Context: an optimization exercise on an open-source flow, tuned for small area, a short achievable clock period and few clock cycles per item. The choices shown serve that exercise and are no tape-out recipe.
Function was checked by simulation only, so behaviour that the tests miss may differ from the original.
No activity file was given, so power comes from the tool's default toggle rates.

--- flow/flow/run.sh ---
#!/bin/bash
# The standard layout, with plain buf_1 cells as the port buffers instead of the
# delay buffers buffer_ports picks by itself. The whole make output goes to layout.log.
set -euo pipefail
bash standard.sh "BUFFER_PORTS_ARGS=-buffer_cell sky130_fd_sc_hd__buf_1" finish > layout.log 2>&1
--- flow/standard.sh ---
#!/bin/bash
# synth_recipe.tcl (not shown) runs the flow's synth.tcl, then flattens the netlist and writes it again
# the make line also repeats each setting of config.mk as NAME=value (left out here)
make -C /OpenROAD-flow-scripts/flow DESIGN_CONFIG=/design/flow/config.mk WORK_HOME=/design/flow/orfs CLKGATE_MAP_FILE= SYNTH_SCRIPT=/design/flow/synth_recipe.tcl "${@:-finish}"
--- flow/config.mk ---
export PLATFORM = sky130hd
export DESIGN_NAME = rosetta_core
export DESIGN_NICKNAME = rosetta_core
export VERILOG_FILES = /design/flow/design.v
export SDC_FILE = /design/flow/constraint.sdc
export NUM_CORES = 4
export LEC_CHECK = 0
export CAP_MARGIN = 20
export CORE_MARGIN = 2
export CORE_UTILIZATION = 55
export SETUP_SLACK_MARGIN = 5
export SLEW_MARGIN = 20
export TNS_END_PERCENT = 10
--- flow/constraint.sdc ---
create_clock -name core_clock -period 9.0 [get_ports {clk}]
set_input_delay 1.8000 -clock core_clock [delete_from_list [all_inputs] [get_ports {clk}]]
set_output_delay 1.8000 -clock core_clock [all_outputs]
set_load 0.01 [all_outputs]
--- flow/design.v ---
package rosetta_pkg;
    localparam int num_pe = 8;
    localparam int word_w = 8;
    localparam int acc_w = 2 * word_w + $clog2(num_pe);
    typedef logic [31:0] inst_t;
    typedef logic [7:0]  pc_t;
    typedef logic [4:0]  row_addr_t;
    typedef logic [10:0] waddr_t;
    localparam int op_msb   = 31;
    localparam int op_lsb   = 30;
    localparam int dst_msb  = 29;
    localparam int dst_lsb  = 25;
    localparam int bias_msb = 24;
    localparam int bias_lsb = 20;
    localparam int x_msb    = 19;
    localparam int x_lsb    = 16;
    localparam int wb_msb   = 15;
    localparam int wb_lsb   = 5;
    localparam logic [1:0] op_nop  = 2'd0;
    localparam logic [1:0] op_mvma = 2'd1;
    localparam logic [1:0] op_halt = 2'd2;
endpackage
module mac_lane #(
    parameter int word_w = rosetta_pkg::word_w,
    parameter int acc_w  = rosetta_pkg::acc_w
) (
    input  logic                        clk,
    input  logic                        first,
    input  logic [word_w-1:0]           bias,
    input  logic [word_w/2-1:0]         bd_one,
    input  logic [word_w/2-1:0]         bd_two,
    input  logic [word_w/2-1:0]         bd_neg,
    input  logic [word_w-1:0]           weight,
    output logic [word_w-1:0]           result
);
    localparam int nd = word_w / 2;
    localparam int split = 10;
    logic [acc_w-1:0]  acc_q;
    logic              c_q;
    logic              cin;
    logic [acc_w-1:0]  base;
    logic [acc_w-1:0]  row_a;
    logic [acc_w-1:0]  row_b;
    logic [word_w+1:0] wx;
    assign wx = {weight[word_w-1], weight, 1'b0};
    logic [word_w:0] s0, s1, s2, s3;
    logic [word_w:0] srow [nd];
    for (genvar d = 0; d < nd; d++) begin : g_pp
        for (genvar j = 0; j <= word_w; j++) begin : g_bit
            assign srow[d][j] = ((bd_one[d] & wx[j+1]) | (bd_two[d] & wx[j])) ^ bd_neg[d];
        end
    end
    assign s0 = srow[0];
    assign s1 = srow[1];
    assign s2 = srow[2];
    assign s3 = srow[3];
    assign base = first ? {{(acc_w-word_w){bias[word_w-1]}}, bias} : acc_q;
    assign cin  = c_q & ~first;
    logic hs1, hc2, hs3, hc4, fs5, fc6, hs7, hc8, fs9, fc10, hs11, hc12, fs13, fc14, hs15, hc16, fs17, fc18, hs19, hc20, fs21, fc22, fs23, fc24, fs25, fc26, hs27, hc28, hs29, hc30, fs31, fc32, fs33, fc34, fs35, fc36, fs37, fc38, fs39, fc40, fs41, fc42, fs43, fc44, fs45, fc46, fs47, fc48, hs49, hc50, hs51, hc52, hs53, hc54, fs55, fc56, fs57, fc58, fs59, fc60, fs61, fc62, fs63, fc64, fs65, fc66, fs67, fc68, fs69, fc70, fs71, fc72, fs73, fc74, fs75, fc76, fs77, fc78, fs79, fc80, hs81, hc82, hs83, hc84, hs85, hc86, hs87, hc88;
    assign hs1 = base[4] ^ s0[4];
    assign hc2 = base[4] & s0[4];
    assign hs3 = base[5] ^ s0[5];
    assign hc4 = base[5] & s0[5];
    assign fs5 = base[6] ^ s0[6] ^ s1[4];
    assign fc6 = (base[6] & s0[6]) | (base[6] & s1[4]) | (s0[6] & s1[4]);
    assign hs7 = s2[2] ^ s3[0];
    assign hc8 = s2[2] & s3[0];
    assign fs9 = base[7] ^ s0[7] ^ s1[5];
    assign fc10 = (base[7] & s0[7]) | (base[7] & s1[5]) | (s0[7] & s1[5]);
    assign hs11 = s2[3] ^ s3[1];
    assign hc12 = s2[3] & s3[1];
    assign fs13 = base[8] ^ s1[6] ^ s2[4];
    assign fc14 = (base[8] & s1[6]) | (base[8] & s2[4]) | (s1[6] & s2[4]);
    assign hs15 = s3[2] ^ s0[8];
    assign hc16 = s3[2] & s0[8];
    assign fs17 = base[9] ^ s1[7] ^ s2[5];
    assign fc18 = (base[9] & s1[7]) | (base[9] & s2[5]) | (s1[7] & s2[5]);
    assign hs19 = s3[3] ^ s0[8];
    assign hc20 = s3[3] & s0[8];
    assign fs21 = base[10] ^ s2[6] ^ s3[4];
    assign fc22 = (base[10] & s2[6]) | (base[10] & s3[4]) | (s2[6] & s3[4]);
    assign fs23 = ~s0[8] ^ ~s1[8] ^ cin;
    assign fc24 = (~s0[8] & ~s1[8]) | (~s0[8] & cin) | (~s1[8] & cin);
    assign fs25 = ~(base[11] ^ s2[7]);
    assign fc26 = base[11] | s2[7];
    assign hs27 = base[2] ^ s0[2];
    assign hc28 = base[2] & s0[2];
    assign hs29 = base[3] ^ s0[3];
    assign hc30 = base[3] & s0[3];
    assign fs31 = hs1 ^ s1[2] ^ s2[0];
    assign fc32 = (hs1 & s1[2]) | (hs1 & s2[0]) | (s1[2] & s2[0]);
    assign fs33 = hs3 ^ s1[3] ^ s2[1];
    assign fc34 = (hs3 & s1[3]) | (hs3 & s2[1]) | (s1[3] & s2[1]);
    assign fs35 = fs5 ^ hs7 ^ bd_neg[3];
    assign fc36 = (fs5 & hs7) | (fs5 & bd_neg[3]) | (hs7 & bd_neg[3]);
    assign fs37 = fs9 ^ hs11 ^ fc6;
    assign fc38 = (fs9 & hs11) | (fs9 & fc6) | (hs11 & fc6);
    assign fs39 = fs13 ^ hs15 ^ fc10;
    assign fc40 = (fs13 & hs15) | (fs13 & fc10) | (hs15 & fc10);
    assign fs41 = fs17 ^ hs19 ^ fc14;
    assign fc42 = (fs17 & hs19) | (fs17 & fc14) | (hs19 & fc14);
    assign fs43 = fs21 ^ fs23 ^ fc18;
    assign fc44 = (fs21 & fs23) | (fs21 & fc18) | (fs23 & fc18);
    assign fs45 = fs25 ^ s3[5] ^ fc22;
    assign fc46 = (fs25 & s3[5]) | (fs25 & fc22) | (s3[5] & fc22);
    assign fs47 = base[12] ^ s3[6] ^ ~s2[8];
    assign fc48 = (base[12] & s3[6]) | (base[12] & ~s2[8]) | (s3[6] & ~s2[8]);
    assign hs49 = ~base[13];
    assign hc50 = base[13];
    assign hs51 = base[0] ^ s0[0];
    assign hc52 = base[0] & s0[0];
    assign hs53 = base[1] ^ s0[1];
    assign hc54 = base[1] & s0[1];
    assign fs55 = hs27 ^ s1[0] ^ bd_neg[1];
    assign fc56 = (hs27 & s1[0]) | (hs27 & bd_neg[1]) | (s1[0] & bd_neg[1]);
    assign fs57 = hs29 ^ s1[1] ^ hc28;
    assign fc58 = (hs29 & s1[1]) | (hs29 & hc28) | (s1[1] & hc28);
    assign fs59 = fs31 ^ bd_neg[2] ^ hc30;
    assign fc60 = (fs31 & bd_neg[2]) | (fs31 & hc30) | (bd_neg[2] & hc30);
    assign fs61 = fs33 ^ hc2 ^ fc32;
    assign fc62 = (fs33 & hc2) | (fs33 & fc32) | (hc2 & fc32);
    assign fs63 = fs35 ^ hc4 ^ fc34;
    assign fc64 = (fs35 & hc4) | (fs35 & fc34) | (hc4 & fc34);
    assign fs65 = fs37 ^ hc8 ^ fc36;
    assign fc66 = (fs37 & hc8) | (fs37 & fc36) | (hc8 & fc36);
    assign fs67 = fs39 ^ hc12 ^ fc38;
    assign fc68 = (fs39 & hc12) | (fs39 & fc38) | (hc12 & fc38);
    assign fs69 = fs41 ^ hc16 ^ fc40;
    assign fc70 = (fs41 & hc16) | (fs41 & fc40) | (hc16 & fc40);
    assign fs71 = fs43 ^ hc20 ^ fc42;
    assign fc72 = (fs43 & hc20) | (fs43 & fc42) | (hc20 & fc42);
    assign fs73 = fs45 ^ fc24 ^ fc44;
    assign fc74 = (fs45 & fc24) | (fs45 & fc44) | (fc24 & fc44);
    assign fs75 = fs47 ^ fc26 ^ fc46;
    assign fc76 = (fs47 & fc26) | (fs47 & fc46) | (fc26 & fc46);
    assign fs77 = hs49 ^ s3[7] ^ fc48;
    assign fc78 = (hs49 & s3[7]) | (hs49 & fc48) | (s3[7] & fc48);
    assign fs79 = base[14] ^ ~s3[8] ^ hc50;
    assign fc80 = (base[14] & ~s3[8]) | (base[14] & hc50) | (~s3[8] & hc50);
    assign hs81 = ~base[15];
    assign hc82 = base[15];
    assign hs83 = ~base[16];
    assign hc84 = base[16];
    assign hs85 = ~base[17];
    assign hc86 = base[17];
    assign hs87 = ~base[18];
    assign hc88 = base[18];
    assign row_a = {hs87, hs85, hs83, hs81, fs79, fs77, fs75, fs73, fs71, fs69, fs67, fs65, fs63, fs61, fs59, fs57, fs55, hs53, hs51};
    assign row_b = {hc86, hc84, hc82, fc80, fc78, fc76, fc74, fc72, fc70, fc68, fc66, fc64, fc62, fc60, fc58, fc56, hc54, hc52, bd_neg[0]};
    logic [split:0]         lo_sum;
    logic [acc_w-split-1:0] hi_sum;
    assign lo_sum = {1'b0, row_a[split-1:0]} + {1'b0, row_b[split-1:0]};
    assign hi_sum = row_a[acc_w-1:split] + row_b[acc_w-1:split];
    always_ff @(posedge clk) begin
        acc_q <= {hi_sum, lo_sum[split-1:0]};
        c_q   <= lo_sum[split];
    end
    logic [acc_w-split-1:0] hi;
    logic                   hi_zero, hi_ones, hi_ones_m1;
    logic                   t_zeros, t_ones, t_neg;
    assign hi         = acc_q[acc_w-1:split];
    assign hi_zero    = ~|hi;
    assign hi_ones    = &hi;
    assign hi_ones_m1 = &hi[acc_w-split-1:1] & ~hi[0];
    assign t_zeros    = (c_q ? hi_ones : hi_zero) & ~|acc_q[split-1:word_w-1];
    assign t_ones     = (c_q ? hi_ones_m1 : hi_ones) & &acc_q[split-1:word_w-1];
    assign t_neg      = hi[acc_w-split-1] ^ (c_q & &hi[acc_w-split-2:0]);
    always_comb begin
        if (t_ones || t_zeros) begin
            result = acc_q[word_w-1:0];
        end else if (t_neg) begin
            result = {1'b1, {(word_w-1){1'b0}}};
        end else begin
            result = {1'b0, {(word_w-1){1'b1}}};
        end
    end
endmodule
module mac_array #(
    parameter int num_pe = rosetta_pkg::num_pe,
    parameter int word_w = rosetta_pkg::word_w
) (
    input  logic                        clk,
    input  logic                        first,
    input  logic [word_w-1:0]           act_elem,
    input  logic [num_pe*word_w-1:0]    bias_row,
    input  logic [num_pe*word_w-1:0]    weight_row,
    output logic [num_pe*word_w-1:0]    result_row
);
    localparam int nd = word_w / 2;
    logic [num_pe*word_w-1:0] w_q;
    logic [num_pe*word_w-1:0] b_q;
    logic [nd-1:0]            one_d, two_d, neg_d;
    logic [nd-1:0]            one_q, two_q, neg_q;
    logic [num_pe-1:0]        first_q;       
    logic [word_w:0]          ax;
    assign ax = {act_elem, 1'b0};
    for (genvar d = 0; d < nd; d++) begin : g_enc
        assign one_d[d] = ax[2*d+1] ^ ax[2*d];
        assign two_d[d] = (ax[2*d+2] & ~ax[2*d+1] & ~ax[2*d])
                        | (~ax[2*d+2] & ax[2*d+1] & ax[2*d]);
        assign neg_d[d] = ax[2*d+2];
    end
    always_ff @(posedge clk) begin
        w_q   <= weight_row;
        b_q   <= bias_row;
        one_q <= one_d;
        two_q <= two_d;
        neg_q <= neg_d;
        first_q <= {num_pe{first}};
    end
    for (genvar k = 0; k < num_pe; k++) begin : g_lane
        mac_lane #(
            .word_w(word_w),
            .acc_w (rosetta_pkg::acc_w)
        ) lane_inst (
            .clk    (clk),
            .first  (first_q[k]),
            .bias   (b_q[k*word_w +: word_w]),
            .bd_one (one_q),
            .bd_two (two_q),
            .bd_neg (neg_q),
            .weight (w_q[k*word_w +: word_w]),
            .result (result_row[k*word_w +: word_w])
        );
    end
endmodule
module zero_skip_unit #(
    parameter int num_pe = rosetta_pkg::num_pe
) (
    input  logic [num_pe-1:0]           pres,
    output logic [$clog2(num_pe)-1:0]   idx,
    output logic [num_pe-1:0]           rest
);
    always_comb begin
        idx = '0;
        for (int i = num_pe - 1; i >= 0; i--) begin
            if (pres[i]) begin
                idx = $clog2(num_pe)'(i);
            end
        end
    end
    assign rest = pres & (pres - num_pe'(1));
endmodule
module core_sequencer #(
    parameter int num_pe = rosetta_pkg::num_pe
) (
    input  logic                        clk,
    input  logic                        rst,
    output logic                        im_ren,
    output rosetta_pkg::pc_t            im_raddr,
    input  rosetta_pkg::inst_t          im_rdata,
    output logic                        pam_x_ren,
    output rosetta_pkg::row_addr_t      pam_x_raddr,
    input  logic [num_pe-1:0]           pam_x_rdata,
    output logic                        am_x_ren,
    output rosetta_pkg::row_addr_t      am_x_raddr,
    output logic                        bm_ren,
    output rosetta_pkg::row_addr_t      bm_raddr,
    output logic                        wm_ren,
    output rosetta_pkg::waddr_t         wm_raddr,
    output logic                        am_r_wen,
    output rosetta_pkg::row_addr_t      am_r_waddr,
    output logic                        done,
    output logic [$clog2(num_pe)-1:0]   e1_k,
    output logic                        e1_empty,
    output logic                        e1_first
);
    localparam int idx_w = $clog2(num_pe);
    rosetta_pkg::pc_t   na_q;        
    logic               im_v_q;      
    logic               halted_q;
    logic               ir_v_q;      
    logic               ir_mok_q;    
    logic [3:0]         ir_x_q;
    logic [4:0]         ir_bias_q;
    logic [4:0]         ir_dst_q;
    logic [10:0]        ir_wb_q;
    logic               s_v_q;
    logic               s_last_q;    
    logic               s_rd_q;      
    logic [10:0]        s_wa_q;      
    logic               s_first_q;
    logic               s_empty_q;
    logic [idx_w-1:0]   s_k_q;
    logic [num_pe-1:0]  s_rest_q;
    logic [3:0]         s_x_q;
    logic [4:0]         s_bias_q;
    logic [4:0]         s_dst_q;
    logic [10:0]        s_wb_q;
    logic               e1_v_q, e1_first_q, e1_last_q, e1_empty_q;
    logic [idx_w-1:0]   e1_k_q;
    logic [4:0]         e1_dst_q;
    logic               e2_v_q, e2_last_q;
    logic [4:0]         e2_dst_q;
    logic               e3_wen_q;
    logic [4:0]         e3_dst_q;
    logic               done_q;
    logic [1:0]         opcode;
    logic               s_last;
    logic               s_free;
    logic               take;
    logic               ir_free;
    logic               adv;
    logic               is_mvma;
    logic               is_halt;
    logic [num_pe-1:0]  mask_pres;
    logic [idx_w-1:0]   mask_idx;
    logic [num_pe-1:0]  mask_rest;
    logic [idx_w-1:0]   rest_idx;
    logic [num_pe-1:0]  rest_rest;
    logic               s_v_d;
    logic               ir_v_d;
    logic               halted_d;
    assign opcode  = im_rdata[rosetta_pkg::op_msb:rosetta_pkg::op_lsb];
    assign is_mvma = (opcode == rosetta_pkg::op_mvma);
    assign is_halt = (opcode == rosetta_pkg::op_halt);
    assign s_last  = s_last_q;
    assign s_free  = !s_v_q || s_last;
    assign take    = s_free && ir_v_q && ir_mok_q;
    assign ir_free = !ir_v_q || take;
    assign adv     = im_v_q && ir_free && !halted_q;
    for (genvar k = 0; k < num_pe; k++) begin : g_pres
        assign mask_pres[k] = pam_x_rdata[num_pe-1-k];
    end
    zero_skip_unit #(.num_pe(num_pe)) zs_mask (
        .pres (mask_pres),
        .idx  (mask_idx),
        .rest (mask_rest)
    );
    zero_skip_unit #(.num_pe(num_pe)) zs_rest (
        .pres (s_rest_q),
        .idx  (rest_idx),
        .rest (rest_rest)
    );
    assign s_v_d    = take || (s_v_q && !s_last);
    assign ir_v_d   = adv ? is_mvma : (ir_v_q && !take);
    assign halted_d = halted_q || (adv && is_halt);
    assign im_ren   = 1'b1;
    assign im_raddr = na_q;
    always_ff @(posedge clk) begin
        if (rst) begin
            na_q     <= '0;
            im_v_q   <= 1'b0;
            halted_q <= 1'b0;
            ir_v_q   <= 1'b0;
            ir_mok_q <= 1'b0;
            s_v_q    <= 1'b0;
            s_rd_q   <= 1'b0;
            e1_v_q   <= 1'b0;
            e2_v_q   <= 1'b0;
            e3_wen_q <= 1'b0;
            done_q   <= 1'b0;
        end else begin
            if (adv) begin
                na_q <= na_q + rosetta_pkg::pc_t'(1);
            end
            im_v_q   <= !adv;
            halted_q <= halted_d;
            ir_v_q   <= ir_v_d;
            ir_mok_q <= ir_v_q && !take;
            s_v_q    <= s_v_d;
            s_rd_q   <= take ? |mask_pres : s_v_d;
            e1_v_q   <= s_v_q;
            e2_v_q   <= e1_v_q;
            e3_wen_q <= e2_v_q && e2_last_q;
            done_q   <= done_q || (halted_d && !ir_v_d && !s_v_d && !s_v_q && !e1_v_q);
        end
    end
    always_ff @(posedge clk) begin
        if (adv) begin
            ir_x_q    <= im_rdata[rosetta_pkg::x_msb:rosetta_pkg::x_lsb];
            ir_bias_q <= im_rdata[rosetta_pkg::bias_msb:rosetta_pkg::bias_lsb];
            ir_dst_q  <= im_rdata[rosetta_pkg::dst_msb:rosetta_pkg::dst_lsb];
            ir_wb_q   <= im_rdata[rosetta_pkg::wb_msb:rosetta_pkg::wb_lsb];
        end
    end
    always_ff @(posedge clk) begin
        s_wa_q <= (take ? ir_wb_q : s_wb_q) + rosetta_pkg::waddr_t'(take ? mask_idx : rest_idx);
        if (take) begin
            s_first_q <= 1'b1;
            s_empty_q <= ~|mask_pres;
            s_last_q  <= ~|mask_rest;
            s_k_q     <= mask_idx;
            s_rest_q  <= mask_rest;
            s_x_q     <= ir_x_q;
            s_bias_q  <= ir_bias_q;
            s_dst_q   <= ir_dst_q;
            s_wb_q    <= ir_wb_q;
        end else begin
            s_first_q <= 1'b0;
            s_last_q  <= ~|rest_rest;
            s_k_q     <= rest_idx;
            s_rest_q  <= rest_rest;
        end
    end
    always_ff @(posedge clk) begin
        e1_first_q <= s_first_q;
        e1_last_q  <= s_last;
        e1_empty_q <= s_empty_q;
        e1_k_q     <= s_k_q;
        e1_dst_q   <= s_dst_q;
        e2_last_q  <= e1_last_q;
        e2_dst_q   <= e1_dst_q;
        e3_dst_q   <= e2_dst_q;
    end
    assign pam_x_ren   = ir_v_q;
    assign pam_x_raddr = {1'b0, ir_x_q};
    assign wm_ren      = s_rd_q;
    assign wm_raddr    = s_wa_q;
    assign am_x_ren    = wm_ren;
    assign am_x_raddr  = {1'b0, s_x_q};
    assign bm_ren      = s_v_q && s_first_q;
    assign bm_raddr    = s_bias_q;
    assign am_r_wen    = e3_wen_q;
    assign am_r_waddr  = e3_dst_q;
    assign done        = done_q;
    assign e1_k        = e1_k_q;
    assign e1_empty    = e1_empty_q;
    assign e1_first    = e1_first_q;
endmodule
module rosetta_core #(
    parameter int num_pe = rosetta_pkg::num_pe,
    parameter int word_w = rosetta_pkg::word_w
) (
    input  logic                          clk,
    input  logic                          rst,
    output logic                          im_ren,
    output rosetta_pkg::pc_t              im_raddr,
    input  rosetta_pkg::inst_t            im_rdata,
    output logic                          pam_x_ren,
    output rosetta_pkg::row_addr_t        pam_x_raddr,
    input  logic [num_pe-1:0]             pam_x_rdata,
    output logic                          am_x_ren,
    output rosetta_pkg::row_addr_t        am_x_raddr,
    input  logic [num_pe*word_w-1:0]      am_x_rdata,
    output logic                          bm_ren,
    output rosetta_pkg::row_addr_t        bm_raddr,
    input  logic [num_pe*word_w-1:0]      bm_rdata,
    output logic                          wm_ren,
    output rosetta_pkg::waddr_t           wm_raddr,
    input  logic [num_pe*word_w-1:0]      wm_rdata,
    output logic                          am_r_wen,
    output rosetta_pkg::row_addr_t        am_r_waddr,
    output logic [num_pe*word_w-1:0]      am_r_wdata,
    output logic                          done
);
    logic [$clog2(num_pe)-1:0]  e1_k;
    logic                       e1_empty;
    logic                       e1_first;
    logic [word_w-1:0]          act_elem;
    core_sequencer #(
        .num_pe(num_pe)
    ) sequencer_inst (
        .clk         (clk),
        .rst         (rst),
        .im_ren      (im_ren),
        .im_raddr    (im_raddr),
        .im_rdata    (im_rdata),
        .pam_x_ren   (pam_x_ren),
        .pam_x_raddr (pam_x_raddr),
        .pam_x_rdata (pam_x_rdata),
        .am_x_ren    (am_x_ren),
        .am_x_raddr  (am_x_raddr),
        .bm_ren      (bm_ren),
        .bm_raddr    (bm_raddr),
        .wm_ren      (wm_ren),
        .wm_raddr    (wm_raddr),
        .am_r_wen    (am_r_wen),
        .am_r_waddr  (am_r_waddr),
        .done        (done),
        .e1_k        (e1_k),
        .e1_empty    (e1_empty),
        .e1_first    (e1_first)
    );
    assign act_elem = e1_empty ? '0 : am_x_rdata[e1_k * word_w +: word_w];
    mac_array #(
        .num_pe(num_pe),
        .word_w(word_w)
    ) mac_array_inst (
        .clk        (clk),
        .first      (e1_first),
        .act_elem   (act_elem),
        .bias_row   (bm_rdata),
        .weight_row (wm_rdata),
        .result_row (am_r_wdata)
    );
endmodule
==> notes.md, run 1 <==
Placement:
- The pre-CTS worst setup slack is 3.74 ns.
- Detailed placement ended at an HPWL of 54.7 mm.
- The count of input and output buffers is 335.
- The global placement routability congestion is 0.882.

CTS:
- The clock-pin transition on the worst setup and hold timing paths is 0.07 ns.
- The later pin in the worst-skew pair is clocked with a latency of 0.62 ns.
- The number of levels the H-tree was split into is 2.
- The number of CTS-inserted buffers is 47.
- The clock tree from TritonCTS is built.
- The clock root buffer master is clkbuf_16.
- The buffer levels on the longest clock path is 3.
- The count of clock tree sinks is 415.

Synth:
- Synthesis instantiated 70 different standard cells from the library.
- Counting flops with an async set or reset pin after synthesis yields a share of 0%.
- Among all flip-flop cells after synthesis, the most frequent one is dfxtp_1.
- The synthesis warning total is 5.
- Synthesis inferred 415 register bits.
- The sequential-to-total area share from yosys stat is 28.7%.
- In the synthesized netlist, the number of instances is 3085.
- The post-synth design cell area is 30400 sq um.
- Dividing the synthesized area by the synthesized cell count gives 9.84 sq um.
- Counting flops with a built-in enable in the synthesized netlist gives 40.

STA:
- Setup repair after global routing could not meet its margin everywhere.
- The number of hold violations in the final report is 0.
- Headroom to the max-slew limit came out at 42.8%.
- The worst path uses 45.8% of the clock period.
- At the pin with the least slew margin, the transition time is 0.857 ns.
- The final number of max-transition violations was 0.
- Once routing completed, OpenROAD measured the worst setup slack at 4.88 ns.
- The achievable clock frequency is 0.243 GHz.
- The setup skew after layout is 0.0252 ns.
- The final critical path time including I/O delays and setup is 4.12 ns.
- The setup TNS after final layout is 0 ns.
- The final setup violation count is 0.

Critical path:
- The type of destination of the critical path is a flip-flop.
- The critical path is of the flip-flop to flip-flop type.
- The launch point of the worst reg-to-reg path is mac_array_inst.two_q[0].
- In this design, the critical path's most frequently occurring cell is fa_1.
- Data on the critical path arrives at its endpoint at 4.65 ns.
- The critical path goes through or2_4 > buf_4 > nand2_4 > xnor2_4 > inv_2 > fa_1 > fa_1 > inv_1 > fa_1 > inv_2 > ha_4 > fa_2 > a21oi_2 > o211ai_1 > o41ai_2 > xnor2_1.
- The data required time of the worst path is 9.53 ns.
- The critical path starts at mac_array_inst.two_q[0].
- The worst stage delay on the critical path is 0.52 ns.
- In this run the worst path has a maximum fanout of 7.
- STA classifies the critical path startpoint as a flip-flop.
- The largest individual stage delay along the critical path comes from the cell fa_1.

Finish:
- At the end of the flow, the number of nets in the layout was 4123.
- The layout cell share with drive strength beyond 1 is 14.0%.
- The relative area change from synthesis to final layout is 18.7%.

Flow run:
- The number of max-cap violations is 0.

Power and ir drop:
- In this run the power spent charging and discharging nets is 3830 uW.
- The internal portion of the total power is 5840 uW.
- Per report_power, the combinational group accounts for 50.7% of the total.
- The clock share of power is 21.1%.
- For this design the static power due to leakage is 0.0153 uW.
- The portion of total power attributed to sequential cells is 28.3%.
- In this run switching power makes up 39.6% of total power.
- Across the VDD grid, the largest voltage drop is 0.172 mV.
- In this run the power density over the cells is 268 nW/um^2.

Floorplan:
- Row generation in the floorplan step produced 86 rows.
- The die area is 57100 sq um.
- Pin placement for this block handled 344 I/O pins.
- Once the floorplan was initialized, standard cells occupied 55.3% of the core.
- From left edge to right edge, the die measures 239 um.
- The placeable core region is 54900 sq um.
- The die is 239 um tall.

Drt:
- Dividing the detail-routed via count by the number of cells gives 5.75.
- In the routed design, unresolved DRC markers number 0.
- The first routing iteration left 1442 violations.
- After detailed routing, the total wire length is 85.9 mm.
- The per-cell routed wire length is 20.6 um.
- The number of iterations in the first detailed-routing pass is 5.
- Summing over every cut layer, the via total after detailed routing is 23900.
- The remaining antenna violation count after routing is 0.

Global routing:
- The global-route wire length before repair is 133 mm.
- The combined global-route utilization of all metal layers is 29.8%.
- The global-route congestion overflow total is 0.
- The maximum number of pins on one net before global-route repair is 56.
- The number of antenna violations at the first check in global routing is 2.
- The via count of the first global-routing pass is 24500.

Status:
- The flow ran to the end and the layout has no timing, DRC or antenna violations.

Worst hold path:
- The startpoint identified for the worst hold timing path is sequencer_inst.e1_dst_q[1].
- The min-delay analysis places its worst path in the category flip-flop to flip-flop.
-- power groups by stage --
stage / logic, uW / registers (uW) / clock network, uW
2_1_floorplan: 3670 / 2620 / 0
3_3_place_gp: 4420 / 2740 / 0
3_5_place_dp: 4570 / 2750 / 0
4_1_cts: 4870 / 2720 / 2080
5_1_grt: 5550 / 2780 / 2160
6_report: 4900 / 2730 / 2040
-- repair_timing --
item | 4_1_cts | 5_1_grt
setup buffers | 101 | 10
hold buffers | 0 | 0
pin swaps | 95 | 31
cloned | 13 | 3
setup endpoints to repair | 159 | 104
gates resized for setup | 227 | 46
-- worst paths after layout --
check | depth (start not counted) | slack, ns | to
max | 16 | 4.88 | mac_array_inst.g_lane[4].lane_inst.acc_q[18]
min | 0 | 0.32 | sequencer_inst.e2_dst_q[1]
max reg2reg | 16 | 4.88 | mac_array_inst.g_lane[4].lane_inst.acc_q[18]
min reg2reg | 0 | 0.32 | sequencer_inst.e2_dst_q[1]
-- flip-flops by register name, indices dropped and copies added, names as in the netlist, 7 cells and up --
name	cells
sequencer_inst.s_wb_q	11
mac_array_inst.g_lane.lane_inst.acc_q	152
sequencer_inst.s_rest_q	7
sequencer_inst.s_wa_q	11
sequencer_inst.na_q	8
sequencer_inst.ir_wb_q	11
mac_array_inst.g_lane.lane_inst.c_q	8
mac_array_inst.w_q	64
mac_array_inst.b_q	64
-- metrics by stage --
stage	instances	total power [uW]	utilization [%]	cell area (sq um)	hold WS, ns
CTS	4148	9670	65.0	35700	0.322
global placement	3948	7160	58.1	31900	0.312
floorplan	3086	6290	-	30400	0.310
finish	4164	9670	65.7	36000	0.317
detailed placement	3948	7320	58.1	31900	0.313
global route	4162	10500	65.7	36000	0.328
-- cell families after synthesis --
logic type,after synthesis,synth area share [%]
muxes,84,3.79
adders and majority gates,470,25.1
DFF,415,28.7
xor gates and xnor gates,440,12.7
other,2,0.0247
and+or+nand+nor,533,8.25
buffers and inverters,469,6.12
AOI/OAI and AO/OA,672,15.3
-- cells in the final DEF (no fill, tap or decap), types with 26 or more instances in the layout --
master     count
dfxtp_1      354
buf_1        321
xnor2_1      305
inv_1        262
ha_1         229
fa_1         223
a22oi_1      217
nand2_1      189
xor2_1       122
a21oi_1      106
nor2_1       105
buf_4         88
o21ai_0       79
a21o_1        77
nand3_1       57
mux2_2        51
clkbuf_16     50
edfxtp_1      40
o21bai_1      36
a211oi_1      31
a21bo_2       29
nor3_1        26
-- cell usage after synthesis, drive strengths merged (27+ instances only) --
library cell / n / area share [%]
fa: 233 / 15
a21bo: 29 / 0.96
a21o: 77 / 1.9
a22oi: 224 / 5.5
nand2: 204 / 2.5
o21ai: 84 / 1.4
mux2: 51 / 1.9
xnor2: 315 / 9.1
xor2: 125 / 3.6
nor4: 27 / 0.66
o21bai: 36 / 0.89
inv: 268 / 3.3
ha: 236 / 9.7
clkbuf: 149 / 2.1
dfxtp: 375 / 25
buf: 51 / 0.75
a21oi: 118 / 1.9
nor3: 29 / 0.48
nor2: 111 / 1.4
edfxtp: 40 / 4.0
nand3: 65 / 1.1
a211oi: 32 / 0.79
-- routing by layer --
metal	part of all wire [%]	up-vias	GRT usage, %	routed length [um]
li1	-	11200	-	-
met1	41	11700	38.6	35600
met2	49	853	51.3	41700
met3	7.0	172	4.84	6040
met4	3.0	0	8.86	2580
met5	0	-	0	0
-- cell type report --
cell class	count	area [sq um]
Clock inverter	24	322
Timing Repair Buffer	484	3270
Inverter	269	1040
Fill cell	4567	18800
Tap cell	704	881
Timing Repair inverter	1	16.3
Antenna cell	3	7.51
Sequential cell	415	8770
Multi-Input combinational cell	2202	20400
Clock buffer	62	1300
-- worst max-delay path: cells and delay by family (launching register included) --
family,cells,cell delay (ns)
simple gates,2,0.42
buf+inv,4,0.32
compound gates,3,0.62
fa+ha+maj,5,2.04
flops,1,0.36
xor+xnor,2,0.31
Testbench counts, summed over its fixed seeds: cycles 4,944, items 1,180.
==> run 2: changes to the inputs <==
--- a/flow/config.mk
+++ b/flow/config.mk
@@ -9,3 +9,3 @@
 export CORE_MARGIN = 2
-export CORE_UTILIZATION = 55
+export CORE_UTILIZATION = 65
 export SETUP_SLACK_MARGIN = 5
==> run 2 against run 1 <==
Still clean. Via count rose by 2.7%. Cell count fell by 2.8%. Setup slack got worse by 0.0053 ns. Sequential share of layout area rose by 0.20 points. Sequential power barely moved. Largest cell class unchanged. Highest routed layer unchanged.
==> notes.md, run 2 <==
STA:
- The final number of max-transition violations is 0 (unchanged).
- The achievable clock frequency is 0.242 GHz (-0.13%).
- Setup repair after global routing could not meet its margin everywhere.
- The setup TNS after final layout was 0 ns (unchanged).
- The final clock period utilization by the worst path is 45.8% (+0.059 points).
- The worst setup margin was 4.87 ns (-0.00533 ns).
- The number of hold violations in the final report was 0 (unchanged).
- The final critical path time including I/O delays and setup came to 4.13 ns (+0.00533 ns).
- The remaining max-slew budget at the tightest pin is 41.4% (-1.4 points).
- The slew at the pin closest to its max-slew limit came to 0.878 ns (+0.0215 ns).
- The final setup violation count is 0 (unchanged).
- The setup skew after layout is 0.0175 ns (-0.00771 ns).

Finish:
- Compared with the post-synthesis result, the final layout area differs by 17.9%.
- Ranked by flip-flop count, first place goes to mac_array_inst.g_lane.lane_inst.acc_q.
- The final instance area is 35800 sq um (-0.72%).
- The net total in the final layout was 4101 (-0.53%).
- The number of flip-flops under the largest register name is 152 (unchanged).
- Leaving out fill and tap cells, the most frequent cell in the layout is dfxtp_1.
- The layout cell share with drive strength beyond 1 is 14.2% (+0.21 points).
- The top cell types in the final layout, fill and taps aside, are dfxtp_1, buf_1, xnor2_1, inv_1, ha_1.
- The number of fill cells is 3196 (-30%).
- The final cell count without fillers came to 4046 (-2.8%).
- In the final layout, the registers with the most flip-flops are mac_array_inst.g_lane.lane_inst.acc_q (152), mac_array_inst.b_q (64), mac_array_inst.w_q (64).
- The utilization of the core after routing is 77.2% (+12 points).

Synth:
- In the post-synthesis netlist, the biggest area contributors are dfxtp_1, fa_1, ha_1.
- The average size of a mapped cell is 9.84 sq um (unchanged).
- After synthesis, the most frequently instantiated cells are dfxtp_1, xnor2_1, inv_1.
- The area share of the largest cell type after synthesis is 24.7% (unchanged).
- The fraction of the mapped netlist area in simple logic gates was 8.25% (unchanged).
- The fraction of synthesis flops using an asynchronous set or reset pin is 0% (unchanged).
- The number of flip-flops and latches in the synthesized netlist is 415 (unchanged).
- By area, the combinational part of the netlist is dominated by adder cells.
- The number of enable-type register cells in the synthesized netlist is 40 (unchanged).
- The post-synthesis cell type count came to 70 (unchanged).
- The fraction of the mapped netlist area in adder cells is 25.1% (unchanged).
- The post-synth design cell area came to 30400 sq um (unchanged).
- The commonest register cell after synthesis is dfxtp_1.
- The number of instances in the synthesized netlist is 3085 (unchanged).
- The fraction of synthesized cell area in xor and xnor cells is 12.7% (unchanged).
- dfxtp_1 is the most common cell in the netlist.
- The library cell occupying the most area in the post-synthesis netlist is dfxtp_1.
- The synthesized-area fraction occupied by ao, oa, aoi and oai cells is 15.3% (unchanged).
- The sequential-to-total area share from yosys stat was 28.7% (unchanged).
- The mux share of post-synthesis cell area is 3.79% (unchanged).
- The synthesis warning total is 5 (unchanged).

Power and ir drop:
- The portion of total power attributed to sequential cells is 28.1% (-0.2 points).
- The power dissipated by switching net loads came to 3920 uW (+2.3%).
- The part of the total power dissipated in combinational logic is 51.4% (+0.7 points).
- The largest vdd supply drop is 0.219 mV (+27%).
- The static leakage is 0.0151 uW (-0.97%).
- The internal portion of total power is 5850 uW (+0.14%).
- The power density over cell area came to 273 nW/um^2 (+1.7%).
- The clock share of power is 20.4% (-0.7 points).
- The switching share of power is 40.1% (+0.51 points).

Critical path:
- The worst stage delay on the critical path is 0.55 ns (+0.03 ns).
- The most numerous cell type found on the critical path is fa_1.
- The largest fanout on the critical path was 5 (-2).
- The kind of launch point of the worst setup path is a flip-flop.
- The count of cell instances traversed by the critical path was 14 (-2).
- The family of cells with the greatest summed delay on the critical path is adder cells.
- The depth of the most critical reg-to-reg path is 14 (-2).
- The critical path in this run is classified as flip-flop to flip-flop.
- STA classifies the critical path endpoint as a flip-flop.
- The critical path goes through or2_4 > buf_12 > nand2_8 > xnor2_4 > inv_2 > fa_1 > fa_1 > fa_1 > ha_2 > fa_2 > a21oi_2 > o211ai_1 > o41ai_2 > xnor2_1.
- The cell type of the slowest stage on the worst timing path is fa_1.
- The worst setup slack for register-to-register paths was 4.87 ns (about the same).
- The data arrival time of the worst path is 4.64 ns (about the same).
- The data required time of the worst path was 9.52 ns (about the same).
- The number of buffer and inverter stages on the critical path came to 2 (-2).

Drt:
- The total length of routed wires is 86.6 mm (+0.89%).
- The DRC marker count from the first detailed-route iteration came to 1908 (+32%).
- The post-detailed-route DRC marker count is 0 (unchanged).
- The per-cell routed wire length was 21.4 um (+3.8%).
- The via count is 24600 (+2.7%).
- The per-cell via count in the routed design was 6.07 (+5.7%).
- The remaining antenna violation count after routing came to 0 (unchanged).
- The number of iterations in the first detailed-routing pass is 5 (unchanged).

Placement:
- The count of input and output buffers is 335 (unchanged).
- The global placement routability congestion is 0.876 (-0.67%).
- The placed cell area is 31700 sq um (-0.48%).
- The pre-CTS worst setup slack is 3.56 ns (-0.181 ns).
- The number of placed instances, taps included is 3847 (-2.6%).
- The detailed placer's ending HPWL is 53.7 mm (-1.7%).

Global routing:
- The via count of the first global-routing pass is 25100 (+2.2%).
- The maximum number of pins on one net before global-route repair is 57 (+1.8%).
- The global-route congestion overflow total came to 0 (unchanged).
- The combined global-route utilization of all metal layers came to 35.7% (+5.9 points).
- The number of antenna violations at the first check in global routing is 3 (+1).
- The global-route wire length before repair is 134 mm (+0.61%).

Floorplan:
- The die area is 48500 sq um (-15%).
- The placeable core region came to 46400 sq um (-16%).
- The starting utilization of the core area is 65.5% (+10 points).
- The number of top-level design ports came to 344 (unchanged).
- The floorplan row count is 79 (-8.1%).
- The die span in y is 220 um (-7.9%).
- The overall die width is 220 um (-7.9%).

CTS:
- The count of clock tree sinks is 415 (unchanged).
- The insertion delay of the later-clocked pin in the worst-skew pair is 0.61 ns (about the same).
- The clock tree from TritonCTS is built.
- In this run the clock root is driven by a clkbuf_16.
- The number of levels the H-tree was split into came to 2 (unchanged).
- The number of CTS-inserted buffers is 45 (-4.3%).
- The clock-pin transition on the worst setup and hold timing paths is 0.06 ns (about the same).
- The buffer levels on the longest clock path was 3 (unchanged).

Worst hold path:
- The worst hold path depth is 0 (unchanged).
- The min-delay analysis places its worst path in the category flip-flop to flip-flop.

Flow run:
- The number of max-cap violations was 0 (unchanged).

Status:
- The run finished with no timing, DRC or antenna violations.
==> run 2: repair_timing <==
action / 4_1_cts / 5_1_grt
resized for setup: 200 / 94
cloned: 13 / 1
endpoints found under the setup margin: 171 / 104
pin swaps: 90 / 73
buffers inserted: 77 / 20
hold buffers: 0 / 0
==> run 2: cells by family after synthesis <==
kind of cell | Yosys count
AO/OA/AOI/OAI | 672
flip-flops | 415
XOR/XNOR | 440
multiplexers | 84
other | 2
AND/OR/NAND/NOR | 533
buffers and inverters | 469
adder cells (fa/ha/maj) | 470
==> run 2: cell type report <==
type | instances | area, sq um | area share, %
multi-input cells | 2202 | 20600 | 57.5
flip-flops and latches | 415 | 8780 | 24.5
repair buffers | 464 | 3030 | 8.48
clock buffers | 57 | 1220 | 3.42
inverters | 269 | 1050 | 2.93
well taps | 607 | 759 | 2.12
clock inverters | 27 | 360 | 1.01
repair inverters | 1 | 16.3 | 0.0454
diodes | 4 | 10.0 | 0.0280
==> run 2: per-layer routing <==
metal	up-vias	GRT usage (%)	routed length, um
li1	11200	-	-
met1	11900	43.8	33200
met2	1147	59.9	41100
met3	295	7.45	7730
met4	0	17.8	4530
met5	-	0	0
==> run 2: worst reg2reg max path, cell delays in order, from the launching register on <==
cell	delay, ns
dfxtp_4	0.37
or2_4	0.30
buf_12	0.16
nand2_8	0.09
xnor2_4	0.14
inv_2	0.05
fa_1	0.55
fa_1	0.48
fa_1	0.54
ha_2	0.24
fa_2	0.37
a21oi_2	0.17
o211ai_1	0.16
o41ai_2	0.26
xnor2_1	0.16
==> run 2: power by group through the flow <==
stage          clock (uW)  sequential (uW)  combinational (uW)
2_1_floorplan           0             2620                3670
3_3_place_gp            0             2740                4360
3_5_place_dp            0             2750                4580
4_1_cts              2020             2720                4830
5_1_grt              2100             2800                5620
6_report             1990             2750                5020
==> run 2: worst paths after layout <==
path | endpoint | from
worst min register to register | mac_array_inst.first_q[0] | sequencer_inst.e1_first_q
worst min-delay path | mac_array_inst.first_q[0] | sequencer_inst.e1_first_q
worst max-delay path | mac_array_inst.g_lane[1].lane_inst.acc_q[18] | mac_array_inst.one_q[0]
worst max register to register | mac_array_inst.g_lane[1].lane_inst.acc_q[18] | mac_array_inst.one_q[0]
==> run 2: metrics by stage <==
| step | power [uW] | hold slack, ns |
|---|---|---|
| after floorplan | 6290 | 0.310 |
| after CTS | 9570 | 0.326 |
| final | 9770 | 0.326 |
| after global routing | 10500 | 0.336 |
| after detailed placement | 7330 | 0.312 |
| after global placement | 7100 | 0.312 |
==> run 3: changes to the inputs <==
--- a/flow/config.mk
+++ b/flow/config.mk
@@ -9,5 +9,5 @@
 export CORE_MARGIN = 2
-export CORE_UTILIZATION = 65
+export CORE_UTILIZATION = 60
 export SETUP_SLACK_MARGIN = 5
 export SLEW_MARGIN = 20
-export TNS_END_PERCENT = 10
+export TNS_END_PERCENT = 0
==> run 3 against run 2 <==
Synthesized cell count did not move. Still clean on timing, DRC and antenna. Via count is 1.6% lower. Clock-buffer cell count up 3. Largest power group unchanged. First-iteration DRC count fell by 5.3%. Setup slack got worse by 0.030 ns. Wire length down 1.2%. Sequential cell count did not move.
==> notes.md, run 3 <==
Status:
- The flow ran to the end and the layout has no timing, DRC or antenna violations.

STA:
- The remaining max-slew budget at the tightest pin came to 41.0% (-0.36 points).
- The slew at the pin closest to its max-slew limit is 0.884 ns (+0.00536 ns).
- The worst setup margin is 4.84 ns (-0.0299 ns).
- The final critical path time including I/O delays and setup was 4.16 ns (+0.0299 ns).
- The final number of max-transition violations came to 0 (unchanged).
- The achievable clock frequency is 0.241 GHz (-0.72%).
- The final setup violation count is 0 (unchanged).
- The number of hold violations in the final report is 0 (unchanged).
- The final clock period utilization by the worst path was 46.2% (+0.33 points).
- The setup skew after layout is 0.0279 ns (+0.0104 ns).
- The post-route worst hold slack came to 0.324 ns (-0.00224 ns).
- Setup repair after global routing could not meet its margin everywhere.
- The setup TNS after final layout is 0 ns (unchanged).

Worst hold path:
- The launch instance of the worst min-delay path is sequencer_inst.e2_dst_q[2].
- The worst hold path belongs to the class flip-flop to flip-flop.

Finish:
- The net total in the final layout is 4098 (-0.073%).
- The area of combinational cells with multiple inputs is 20300 sq um (-1.1%).
- The footprint of the flip-flops and latches is 8770 sq um (about the same).
- The number of flip-flops under the largest register name is 152 (unchanged).
- The layout cell share with drive strength beyond 1 is 12.8% (-1.4 points).
- The most common library cell in the layout ignoring fill and taps is dfxtp_1.
- The largest registers in the layout are mac_array_inst.g_lane.lane_inst.acc_q (152), mac_array_inst.b_q (64), mac_array_inst.w_q (64).
- The number of fill cells is 3809 (+19%).
- Leaving out fill and tap cells, the most frequent cells in the layout are dfxtp_1, buf_1, xnor2_1, inv_1, ha_1.
- mac_array_inst.g_lane.lane_inst.acc_q holds more flip-flops than any other register.
- The relative area change from synthesis to final layout is 17.4%.

Critical path:
- Among the stages of the critical path, the cell type that occurs most often is fa_1.
- The largest fanout on the critical path is 26 (+21).
- The kind of launch point of the worst setup path is a flip-flop.
- The launch point of the worst path is mac_array_inst.first_q[0].
- The cell type of the slowest stage on the worst timing path is fa_1.
- The worst register-to-register path begins at mac_array_inst.first_q[0].
- The data required time of the worst path came to 9.48 ns (-0.04 ns).
- The worst stage delay on the critical path was 0.53 ns (-0.02 ns).
- The worst setup path is captured at a flip-flop.
- The data arrival time of the worst path is 4.63 ns (about the same).
- The signal on the critical path passes through buf_12 > inv_16 > buf_16 > a21oi_1 > fa_1 > inv_1 > fa_1 > inv_1 > fa_1 > inv_2 > ha_4 > fa_2 > a21oi_2 > o211ai_1 > o41ai_2 > xnor2_1.
- The worst setup path is of the flip-flop to flip-flop kind.

Synth:
- The library cell occupying the most area in the post-synthesis netlist is dfxtp_1.
- The post-synthesis cell type count is 70 (unchanged).
- The number of flip-flops and latches in the synthesized netlist is 415 (unchanged).
- The sequential-to-total area share from yosys stat was 28.7% (unchanged).
- The area share of the largest cell type after synthesis is 24.7% (unchanged).
- After synthesis, the cell types taking the most area are dfxtp_1, fa_1, ha_1.
- In the synthesized netlist, the cells that appear most often are dfxtp_1, xnor2_1, inv_1.
- The average size of a mapped cell is 9.84 sq um (unchanged).
- The most common cell in the synthesized netlist is dfxtp_1.
- The number of enable-type register cells in the synthesized netlist came to 40 (unchanged).
- The number of instances in the synthesized netlist is 3085 (unchanged).
- The fraction of synthesis flops using an asynchronous set or reset pin is 0% (unchanged).
- In the synthesized netlist the dominant register cell turns out to be dfxtp_1.
- The synthesis warning total is 5 (unchanged).
- The post-synth design cell area is 30400 sq um (unchanged).

Placement:
- The count of input and output buffers came to 335 (unchanged).
- The detailed placer's ending HPWL is 53.9 mm (+0.28%).
- The global placement routability congestion is 0.863 (-1.5%).
- The pre-CTS worst setup slack is 3.53 ns (-0.0326 ns).

Global routing:
- The maximum number of pins on one net before global-route repair was 42 (-26%).
- The global-route wire length before repair is 134 mm (+0.51%).
- The number of antenna violations at the first check in global routing was 1 (-2).
- The global-route congestion overflow total is 0 (unchanged).
- The combined global-route utilization of all metal layers was 32.4% (-3.3 points).
- The via count of the first global-routing pass is 25000 (-0.044%).

CTS:
- The clock tree from TritonCTS is built.
- The number of levels the H-tree was split into is 2 (unchanged).
- The count of clock tree sinks is 415 (unchanged).
- The buffer levels on the longest clock path is 3 (unchanged).
- The number of CTS-inserted buffers is 47 (+4.4%).
- The clock-pin transition on the worst setup and hold timing paths is 0.06 ns (about the same).
- The clock root buffer master is clkbuf_16.
- The insertion delay of the later-clocked pin in the worst-skew pair is 0.62 ns (about the same).

Drt:
- The per-cell via count in the routed design is 5.89 (-3.0%).
- The remaining antenna violation count after routing is 0 (unchanged).
- The via count is 24200 (-1.6%).
- The post-detailed-route DRC marker count is 0 (unchanged).
- The number of iterations in the first detailed-routing pass came to 5 (unchanged).
- The total length of routed wires is 85.6 mm (-1.2%).
- The per-cell routed wire length came to 20.9 um (-2.6%).
- The DRC marker count from the first detailed-route iteration is 1807 (-5.3%).

Floorplan:
- The number of top-level design ports came to 344 (unchanged).
- The overall die width is 229 um (+4.0%).
- The die area was 52400 sq um (+8.2%).
- The die span in y was 229 um (+4.0%).
- The placeable core region is 50100 sq um (+8.0%).
- The starting utilization of the core area is 60.6% (-4.9 points).
- The floorplan row count was 82 (+3.8%).

Flow run:
- The number of max-cap violations came to 0 (unchanged).

Power and ir drop:
- The static leakage is 0.0151 uW (-0.14%).
- The largest vdd supply drop came to 0.201 mV (-8.0%).
- The power density over cell area was 271 nW/um^2 (-0.50%).
## run 3: power breakdown
part | switching (uW) | total (uW) | internal (uW) | leakage [uW]
Clock | 828 | 2050 | 1220 | 0.000803
Combinational | 2650 | 4900 | 2250 | 0.0108
Sequential | 366 | 2740 | 2370 | 0.00352
## run 3: layer usage
metal / GRT usage [%] / up-vias / routed length [um]
met5: 1.29 / - / 95
met4: 11.1 / 2 / 2900
met3: 7.46 / 210 / 7820
met2: 54.7 / 956 / 41000
met1: 40.8 / 11800 / 33800
li1: - / 11200 / -
## run 3: metrics by stage
step / cell area (sq um) / utilization [%] / instances / total power, uW
final: 35700 / 71.2 / 4105 / 9680
after global routing: 35700 / 71.2 / 4104 / 10500
after CTS: 35500 / 70.9 / 4098 / 9610
after detailed placement: 31800 / 63.5 / 3914 / 7320
after global placement: 31800 / 63.5 / 3914 / 7140
after floorplan: 30400 / - / 3086 / 6290
## run 3: area by class of cell
cell class | count | area share [%]
Antenna cell | 2 | 0.0140
Clock buffer | 60 | 3.60
Clock inverter | 25 | 0.972
Inverter | 269 | 2.92
Multi-Input combinational cell | 2202 | 57.0
Sequential cell | 415 | 24.6
Tap cell | 672 | 2.36
Timing Repair Buffer | 458 | 8.47
Timing Repair inverter | 2 | 0.0491
## run 3: path summary, 6_finish.rpt
check / endpoint / slack (ns) / cells past startpoint
worst min register to register: sequencer_inst.e3_dst_q[2] / 0.32 / 0
worst min-delay path: sequencer_inst.e3_dst_q[2] / 0.32 / 0
worst max-delay path: mac_array_inst.g_lane[4].lane_inst.acc_q[18] / 4.84 / 16
worst max register to register: mac_array_inst.g_lane[4].lane_inst.acc_q[18] / 4.84 / 16
## run 3: critical path, delay by kind of cell (launching register included)
family          cells  cell delay, ns
compound gates      4            0.78
xor+xnor            1            0.13
fa+ha+maj           5            2.07
buf+inv             6            0.63
flops               1            0.40
## run 3: timing repair
item | in CTS | in global routing
gates resized for setup | 213 | 19
gates cloned | 16 | 1
setup buffers | 83 | 4
hold buffers | 0 | 0
pin swaps | 98 | 24
setup endpoints to repair | 168 | 109
## run 3: cells by family after synthesis
| logic type | after synthesis | share of synthesized area [%] |
|---|---|---|
| adder cells (fa/ha/maj) | 470 | 25.1 |
| AND/OR/NAND/NOR | 533 | 8.25 |
| other | 2 | 0.0247 |
| AO/OA/AOI/OAI | 672 | 15.3 |
| multiplexers | 84 | 3.79 |
| XOR/XNOR | 440 | 12.7 |
| buffers and inverters | 469 | 6.12 |
| flip-flops | 415 | 28.7 |
==> run 4: changes to the inputs <==
--- a/flow/config.mk
+++ b/flow/config.mk
@@ -9,3 +9,5 @@
 export CORE_MARGIN = 2
-export CORE_UTILIZATION = 60
+export CORE_UTILIZATION = 55
+export CTS_CLUSTER_DIAMETER = 60
+export CTS_CLUSTER_SIZE = 20
 export SETUP_SLACK_MARGIN = 5
==> run 4 against run 3 <==
Synthesized cell count stayed put. First-iteration DRC count decreased by 21%. Clock power fell by 6%. Clock skew is 0.014 ns lower. Global-route usage down 3.3 points. Synthesized area unchanged. Critical endpoint is now mac_array_inst.g_lane[1].lane_inst.acc_q[18]. Largest cell class unchanged.
==> notes.md, run 4 <==
Finish:
- In the layout the commonest cells are dfxtp_1, buf_1, xnor2_1, inv_1, ha_1.
- The number of flip-flops under the largest register name is 152 (unchanged).
- The final cell count without fillers came to 4101 (-0.097%).
- From synthesis to final layout, the design area changed by 15.4%.
- The most common library cell in the layout ignoring fill and taps is dfxtp_1.
- The register bank with the most flops is mac_array_inst.g_lane.lane_inst.acc_q.
- The utilization of the core after routing is 63.8% (-7.4 points).
- The layout cell share with drive strength beyond 1 is 11.1% (-1.7 points).
- The net total in the final layout is 4067 (-0.76%).
- In the final layout, the registers with the most flip-flops are mac_array_inst.g_lane.lane_inst.acc_q (152), mac_array_inst.b_q (64), mac_array_inst.w_q (64).

Critical path:
- Traced cell by cell, the critical path runs through buf_16 > or2_4 > buf_6 > nand2_2 > xnor2_2 > inv_1 > fa_1 > fa_1 > fa_1 > ha_4 > fa_2 > a21oi_2 > o211ai_1 > o41ai_2 > xnor2_1.
- The data required time of the worst path is 9.50 ns (+0.02 ns).
- The cell type of the slowest stage on the worst timing path is fa_1.
- The data arrival time of the worst path is 4.67 ns (+0.04 ns).
- The worst setup path is of the flip-flop to flip-flop kind.
- The type of destination of the critical path is a flip-flop.
- The worst stage delay on the critical path came to 0.56 ns (+0.03 ns).
- Among the stages of the critical path, the cell type that occurs most often is fa_1.
- The largest fanout on the critical path is 4 (-85%).
- STA classifies the critical path startpoint as a flip-flop.

Synth:
- The fraction of the mapped netlist area in simple logic gates was 8.25% (unchanged).
- The fraction of the mapped netlist area in adder cells was 25.1% (unchanged).
- Summed over all instances, the cell type with the most area after synthesis is dfxtp_1.
- The number of instances in the synthesized netlist came to 3085 (unchanged).
- Yosys attributes the largest share of cell area to dfxtp_1, fa_1, ha_1.
- The sequential-to-total area share from yosys stat was 28.7% (unchanged).
- The mux share of post-synthesis cell area is 3.79% (unchanged).
- The synthesized-area fraction occupied by ao, oa, aoi and oai cells is 15.3% (unchanged).
- By area, the combinational part of the netlist is dominated by adder cells.
- The number of enable-type register cells in the synthesized netlist was 40 (unchanged).
- The most used flip-flop cell after synthesis is dfxtp_1.
- The fraction of synthesis flops using an asynchronous set or reset pin came to 0% (unchanged).
- Counting instances in the post-synthesis netlist gives the leading cell types as dfxtp_1, xnor2_1, inv_1.
- The average size of a mapped cell is 9.84 sq um (unchanged).
- The post-synth design cell area was 30400 sq um (unchanged).
- The number of flip-flops and latches in the synthesized netlist is 415 (unchanged).
- The post-synthesis cell type count is 70 (unchanged).
- The area share of the largest cell type after synthesis is 24.7% (unchanged).
- The fraction of synthesized cell area in xor and xnor cells is 12.7% (unchanged).
- The most frequently used cell type in the post-synthesis netlist is dfxtp_1.
- The synthesis warning total is 5 (unchanged).

Floorplan:
- The die area is 57100 sq um (+8.9%).
- The placeable core region is 54900 sq um (+9.6%).
- The number of top-level design ports is 344 (unchanged).
- The floorplan row count was 86 (+4.9%).
- The die span in y is 239 um (+4.4%).
- The starting utilization of the core area is 55.3% (-5.3 points).
- The overall die width was 239 um (+4.4%).

Drt:
- The per-cell via count in the routed design is 5.76 (-2.2%).
- The via count is 23600 (-2.3%).
- The per-cell routed wire length came to 20.1 um (-3.7%).
- The total length of routed wires came to 82.4 mm (-3.8%).
- The remaining antenna violation count after routing is 0 (unchanged).
- The number of iterations in the first detailed-routing pass is 6 (+1).
- The DRC marker count from the first detailed-route iteration was 1429 (-21%).
- The post-detailed-route DRC marker count is 0 (unchanged).

Placement:
- The detailed placer's ending HPWL was 54.8 mm (+1.7%).
- The count of input and output buffers is 335 (unchanged).
- The number of placed instances, taps included is 3946 (+0.82%).
- The pre-CTS worst setup slack is 3.59 ns (+0.0603 ns).
- The global placement routability congestion is 0.877 (+1.6%).

STA:
- The achievable clock frequency was 0.240 GHz (-0.26%).
- The remaining max-slew budget at the tightest pin came to 39.0% (-2.0 points).
- The setup TNS after final layout is 0 ns (unchanged).
- The slew at the pin closest to its max-slew limit is 0.914 ns (+0.0304 ns).
- The number of hold violations in the final report is 0 (unchanged).
- The final number of max-transition violations came to 0 (unchanged).
- The final setup violation count is 0 (unchanged).
- The final clock period utilization by the worst path is 46.3% (+0.12 points).
- The final critical path time including I/O delays and setup was 4.17 ns (+0.0108 ns).
- The setup skew after layout is 0.0136 ns (-0.0143 ns).
- The worst setup margin came to 4.83 ns (-0.0108 ns).
- Setup repair after global routing could not meet its margin everywhere.

Power and ir drop:
- The power density over cell area is 269 nW/um^2 (-0.87%).
- The static leakage came to 0.0148 uW (-2.1%).
- The largest vdd supply drop was 0.194 mV (-3.4%).
- The total power draw is 9430 uW (-2.6%).

Global routing:
- The maximum number of pins on one net before global-route repair is 65 (+55%).
- The global-route wire length before repair is 130 mm (-3.5%).
- The global-route congestion overflow total is 0 (unchanged).
- The combined global-route utilization of all metal layers is 29.1% (-3.3 points).
- The via count of the first global-routing pass was 24300 (-2.9%).
- The number of antenna violations at the first check in global routing is 2 (+1).

Worst hold path:
- The kind of path behind the tightest hold check is flip-flop to flip-flop.

CTS:
- The clock-pin transition on the worst setup and hold timing paths was 0.07 ns (about the same).
- The number of CTS-inserted buffers is 43 (-8.5%).
- The count of clock tree sinks is 415 (unchanged).
- The buffer levels on the longest clock path is 3 (unchanged).
- The number of levels the H-tree was split into came to 2 (unchanged).
- TritonCTS built the clock tree.
- The clock root buffer master is clkbuf_16.
- The insertion delay of the later-clocked pin in the worst-skew pair was 0.58 ns (-0.04 ns).

Flow run:
- The number of max-cap violations is 0 (unchanged).

Status:
- The run finished with no timing, DRC or antenna violations.
==> run 4: cell counts after synthesis <==
Identical to the previous run, type by type.
==> run 4: metal layers <==
layer,wire length (um),vias up,GRT usage [%]
li1,-,11100,-
met1,34400,11500,37.2
met2,39200,820,48.8
met3,6030,169,5.60
met4,2700,0,10.6
met5,0,-,0
==> run 4: path summary, 6_finish.rpt <==
path                                                start                                      endpoint  slack [ns]  cells after the start
worst max register to register    mac_array_inst.one_q[0]  mac_array_inst.g_lane[1].lane_inst.acc_q[18]        4.83                     15
worst min-delay path            sequencer_inst.e1_first_q                     mac_array_inst.first_q[0]        0.33                      0
worst max-delay path              mac_array_inst.one_q[0]  mac_array_inst.g_lane[1].lane_inst.acc_q[18]        4.83                     15
worst min register to register  sequencer_inst.e1_first_q                     mac_array_inst.first_q[0]        0.33                      0
==> run 4: final cells by class <==
| type | instances | area [sq um] |
|---|---|---|
| Multi-Input combinational cell | 2202 | 20200 |
| Fill cell | 4663 | 19800 |
| Sequential cell | 415 | 8750 |
| Timing Repair Buffer | 433 | 2600 |
| Clock buffer | 47 | 1140 |
| Inverter | 269 | 1040 |
| Tap cell | 704 | 881 |
| Clock inverter | 29 | 384 |
| Antenna cell | 2 | 5.00 |
==> run 4: stage by stage <==
step           hold slack (ns)  area [sq um]
2_1_floorplan            0.310         30400
3_3_place_gp             0.310         31800
3_5_place_dp             0.314         31800
4_1_cts                  0.329         34800
5_1_grt                  0.336         35000
6_report                 0.328         35000
==> run 4: cells by family after synthesis <==
| family | after synthesis |
|---|---|
| adders and majority gates | 470 |
| AOI/OAI and AO/OA | 672 |
| muxes | 84 |
| buffers and inverters | 469 |
| and+or+nand+nor | 533 |
| xor gates and xnor gates | 440 |
| other | 2 |
| DFF | 415 |
==> run 4: repair_timing <==
action                                  in CTS  in global routing
gates resized for setup                    142                 30
cloned                                       8                  0
hold buffers                                 0                  0
endpoints found under the setup margin     170                111
buffers inserted                            63                  6
pin swaps                                   76                 42
==> run 4: report_power, final <==
part           internal [uW]  leakage (uW)  switching (uW)
clock                   1030      0.000739             887
combinational           2190        0.0105            2600
sequential              2360       0.00352             352
==> run 4: critical path, delay by kind of cell, from the launching register on <==
family,cells,cell delay [ns]
flops,1,0.36
fa+ha+maj,5,2.07
xor+xnor,2,0.28
simple gates,2,0.37
buf+inv,3,0.35
compound gates,3,0.63
==> run 5: changes to the inputs <==
--- a/flow/config.mk
+++ b/flow/config.mk
@@ -10,4 +10,4 @@
 export CORE_UTILIZATION = 55
-export CTS_CLUSTER_DIAMETER = 60
-export CTS_CLUSTER_SIZE = 20
+export CTS_CLUSTER_DIAMETER = 80
+export CTS_CLUSTER_SIZE = 25
 export SETUP_SLACK_MARGIN = 5
==> run 5 against run 4 <==
First-iteration DRC count shrank 4.8%. Clock-buffer cell count is 12 lower. Maximum frequency decreased by 0.75%. Critical endpoint is now am_r_wdata[37]. Setup slack worse by 0.031 ns. Sequential share of layout area is 0.36 points higher. Sequential power about the same. Worst hold slack got worse by 0.0043 ns. Via count down 0.92%. Die area unchanged. Clock skew grew 0.012 ns. Register-to-register slack got worse by 0.02 ns.
==> notes.md, run 5 <==
Status:
- The flow ran to the end and the layout has no timing, DRC or antenna violations.

Synth:
- Summed over all instances, the cell type with the most area after synthesis is dfxtp_1.
- The most used flip-flop cell after synthesis is dfxtp_1.
- The post-synthesis cell type count is 70 (unchanged).
- The commonest cells after synthesis are dfxtp_1, xnor2_1, inv_1.
- Sorting the synthesized cells by area gives the leading types as dfxtp_1, fa_1, ha_1.
- The post-synth design cell area is 30400 sq um (unchanged).
- The number of flip-flops and latches in the synthesized netlist was 415 (unchanged).
- The area share of the largest cell type after synthesis is 24.7% (unchanged).
- The synthesis warning total came to 5 (unchanged).
- The number of instances in the synthesized netlist was 3085 (unchanged).

Power and ir drop:
- The portion of total power attributed to sequential cells came to 30.0% (+1.2 points).
- The switching share of power came to 41.5% (+0.75 points).
- The largest vdd supply drop is 0.188 mV (-3.5%).
- The clock share of power is 17.5% (-2.8 points).
- The total power draw was 9030 uW (-4.2%).
- The part of the total power dissipated in combinational logic is 52.4% (+1.6 points).
- The internal portion of total power is 5280 uW (-5.4%).
- The static leakage is 0.0145 uW (-1.7%).
- The power density over cell area is 262 nW/um^2 (-2.8%).

Drt:
- The per-cell routed wire length was 20.1 um (-0.11%).
- The post-detailed-route DRC marker count is 0 (unchanged).
- The total length of routed wires is 81.8 mm (-0.77%).
- The via count is 23400 (-0.92%).
- The DRC marker count from the first detailed-route iteration came to 1360 (-4.8%).
- The per-cell via count in the routed design is 5.75 (-0.26%).
- The number of iterations in the first detailed-routing pass is 5 (-1).
- The remaining antenna violation count after routing is 0 (unchanged).

STA:
- The slew at the pin closest to its max-slew limit is 0.894 ns (-0.0203 ns).
- The final setup violation count is 0 (unchanged).
- The remaining max-slew budget at the tightest pin is 40.3% (+1.4 points).
- The number of hold violations in the final report is 0 (unchanged).
- The final number of max-transition violations is 0 (unchanged).
- The setup skew after layout is 0.0253 ns (+0.0117 ns).
- The final critical path time including I/O delays and setup is 4.20 ns (+0.0315 ns).
- The post-route worst hold slack is 0.324 ns (-0.00432 ns).
- The setup TNS after final layout was 0 ns (unchanged).

Floorplan:
- The die area is 57100 sq um (unchanged).
- The overall die width is 239 um (unchanged).
- The floorplan row count is 86 (unchanged).
- The placeable core region is 54900 sq um (unchanged).

Placement:
- The count of input and output buffers is 335 (unchanged).
- The number of placed instances, taps included was 3946 (unchanged).
- The detailed placer's ending HPWL is 54.8 mm (unchanged).

Finish:
- The final cell count without fillers came to 4074 (-0.66%).
- The layout cell share with drive strength beyond 1 is 9.94% (-1.1 points).
- Leaving out fill and tap cells, the most frequent cell in the layout is dfxtp_1.
- The number of flip-flops under the largest register name came to 152 (unchanged).
- The largest registers in the layout are mac_array_inst.g_lane.lane_inst.acc_q (152), mac_array_inst.b_q (64), mac_array_inst.w_q (64).
- The number of fill cells is 4681 (+0.39%).
- From synthesis to final layout, the design area changed by 13.7%.
- The net total in the final layout was 4048 (-0.47%).

Global routing:
- The combined global-route utilization of all metal layers is 28.5% (-0.57 points).
- The number of antenna violations at the first check in global routing is 4 (+2).
- The global-route wire length before repair is 128 mm (-1.4%).
- The global-route congestion overflow total is 0 (unchanged).
- The via count of the first global-routing pass is 23900 (-1.5%).

CTS:
- TritonCTS built the clock tree.
- The number of CTS-inserted buffers came to 30 (-30%).
- The buffer levels on the longest clock path is 3 (unchanged).
- The insertion delay of the later-clocked pin in the worst-skew pair is 0.63 ns (+0.05 ns).
- The clock root buffer master is clkbuf_16.
- The clock-pin transition on the worst setup and hold timing paths came to 0.10 ns (+0.03 ns).
- The number of levels the H-tree was split into came to 1 (-1).
- The count of clock tree sinks is 415 (unchanged).

Critical path:
- STA classifies the critical path endpoint as a primary output.
- The worst setup path is launched from a flip-flop.
- The data required time of the worst path is 7.20 ns (-2.30 ns).
- The worst setup path is of the flip-flop to primary output kind.

Flow run:
- The number of max-cap violations was 0 (unchanged).

Worst hold path:
- The kind of path behind the tightest hold check is flip-flop to flip-flop.
==> run 5: cell counts after synthesis <==
Identical to the previous run, type by type.
==> run 5: logic make-up (layout without fill, tap and decap cells) <==
| logic type | Yosys count | in the layout | synth area share (%) |
|---|---|---|---|
| AOI/OAI and AO/OA | 672 | 672 | 15.3 |
| xor gates and xnor gates | 440 | 440 | 12.7 |
| adders and majority gates | 470 | 470 | 25.1 |
| buffers and inverters | 469 | 752 | 6.12 |
| DFF | 415 | 415 | 28.7 |
| muxes | 84 | 84 | 3.79 |
| other | 2 | 4 | 0.0247 |
| and+or+nand+nor | 533 | 533 | 8.25 |
==> run 5: path summary, 6_finish.rpt <==
check	start	cells after the start	end	slack (ns)
hold reg to reg	sequencer_inst.s_k_q[1]	0	sequencer_inst.e1_k_q[1]	0.32
hold / removal	sequencer_inst.s_k_q[1]	0	sequencer_inst.e1_k_q[1]	0.32
setup reg to reg	mac_array_inst.one_q[0]	14	mac_array_inst.g_lane[1].lane_inst.acc_q[18]	4.81
setup / recovery	mac_array_inst.g_lane[4].lane_inst.c_q	7	am_r_wdata[37]	4.80
==> run 5: area by class of cell <==
cell class | instances | area, sq um | share of cell area [%]
Timing Repair inverter | 1 | 11.3 | 0.0326
Tap cell | 704 | 881 | 2.55
Sequential cell | 415 | 8750 | 25.3
Clock buffer | 35 | 801 | 2.32
Antenna cell | 1 | 2.50 | 0.00725
Clock inverter | 21 | 343 | 0.993
Multi-Input combinational cell | 2202 | 20200 | 58.4
Inverter | 269 | 1050 | 3.04
Timing Repair Buffer | 426 | 2530 | 7.33
==> run 5: critical path, cell delays in order (launching register included) <==
cell and delay [ns]:
dfxtp_1 0.35, or4_1 0.52, nor2_1 0.19, nand3_4 0.17, nand3b_1 0.13, buf_4 0.16, nand2_1 0.10, buf_1 0.15
==> run 5: timing repair <==
item / CTS / global route
buffers inserted: 46 / 16
pin swaps: 63 / 21
hold endpoints to repair: 0 / 0
endpoints found under the setup margin: 171 / 113
resized for setup: 131 / 21
gates cloned: 7 / 2
==> run 5: stage by stage <==
stage	util [%]	worst slack [ns]
after global routing	62.9	4.67
after detailed placement	58.0	3.59
after CTS	62.4	4.79
final	62.9	4.80
after floorplan	-	4.83
after global placement	58.0	3.63
==> run 5: power groups by stage <==
stage / Clock (uW) / Sequential (uW) / Combinational, uW
floorplan: 0 / 2620 / 3670
global placement: 0 / 2740 / 4430
detailed placement: 0 / 2750 / 4580
CTS: 1620 / 2710 / 4730
global route: 1690 / 2770 / 5390
finish: 1580 / 2710 / 4740
==> run 5: routing by layer <==
metal	track usage (%)	vias to the layer above	part of all wire, %
li1	-	11100	-
met3	5.13	144	7.2
met5	0	-	0.032
met2	48.7	752	48
met4	8.43	4	2.8
met1	36.8	11400	42

Setup slack of run 5, layout unchanged: 4.802 ns with ideal ports, 4.740 ns with driving cells assumed (clock clkbuf_16, inputs buf_2), 4.777 ns with port delays also shifted by the 0.682 ns mid clock arrival.
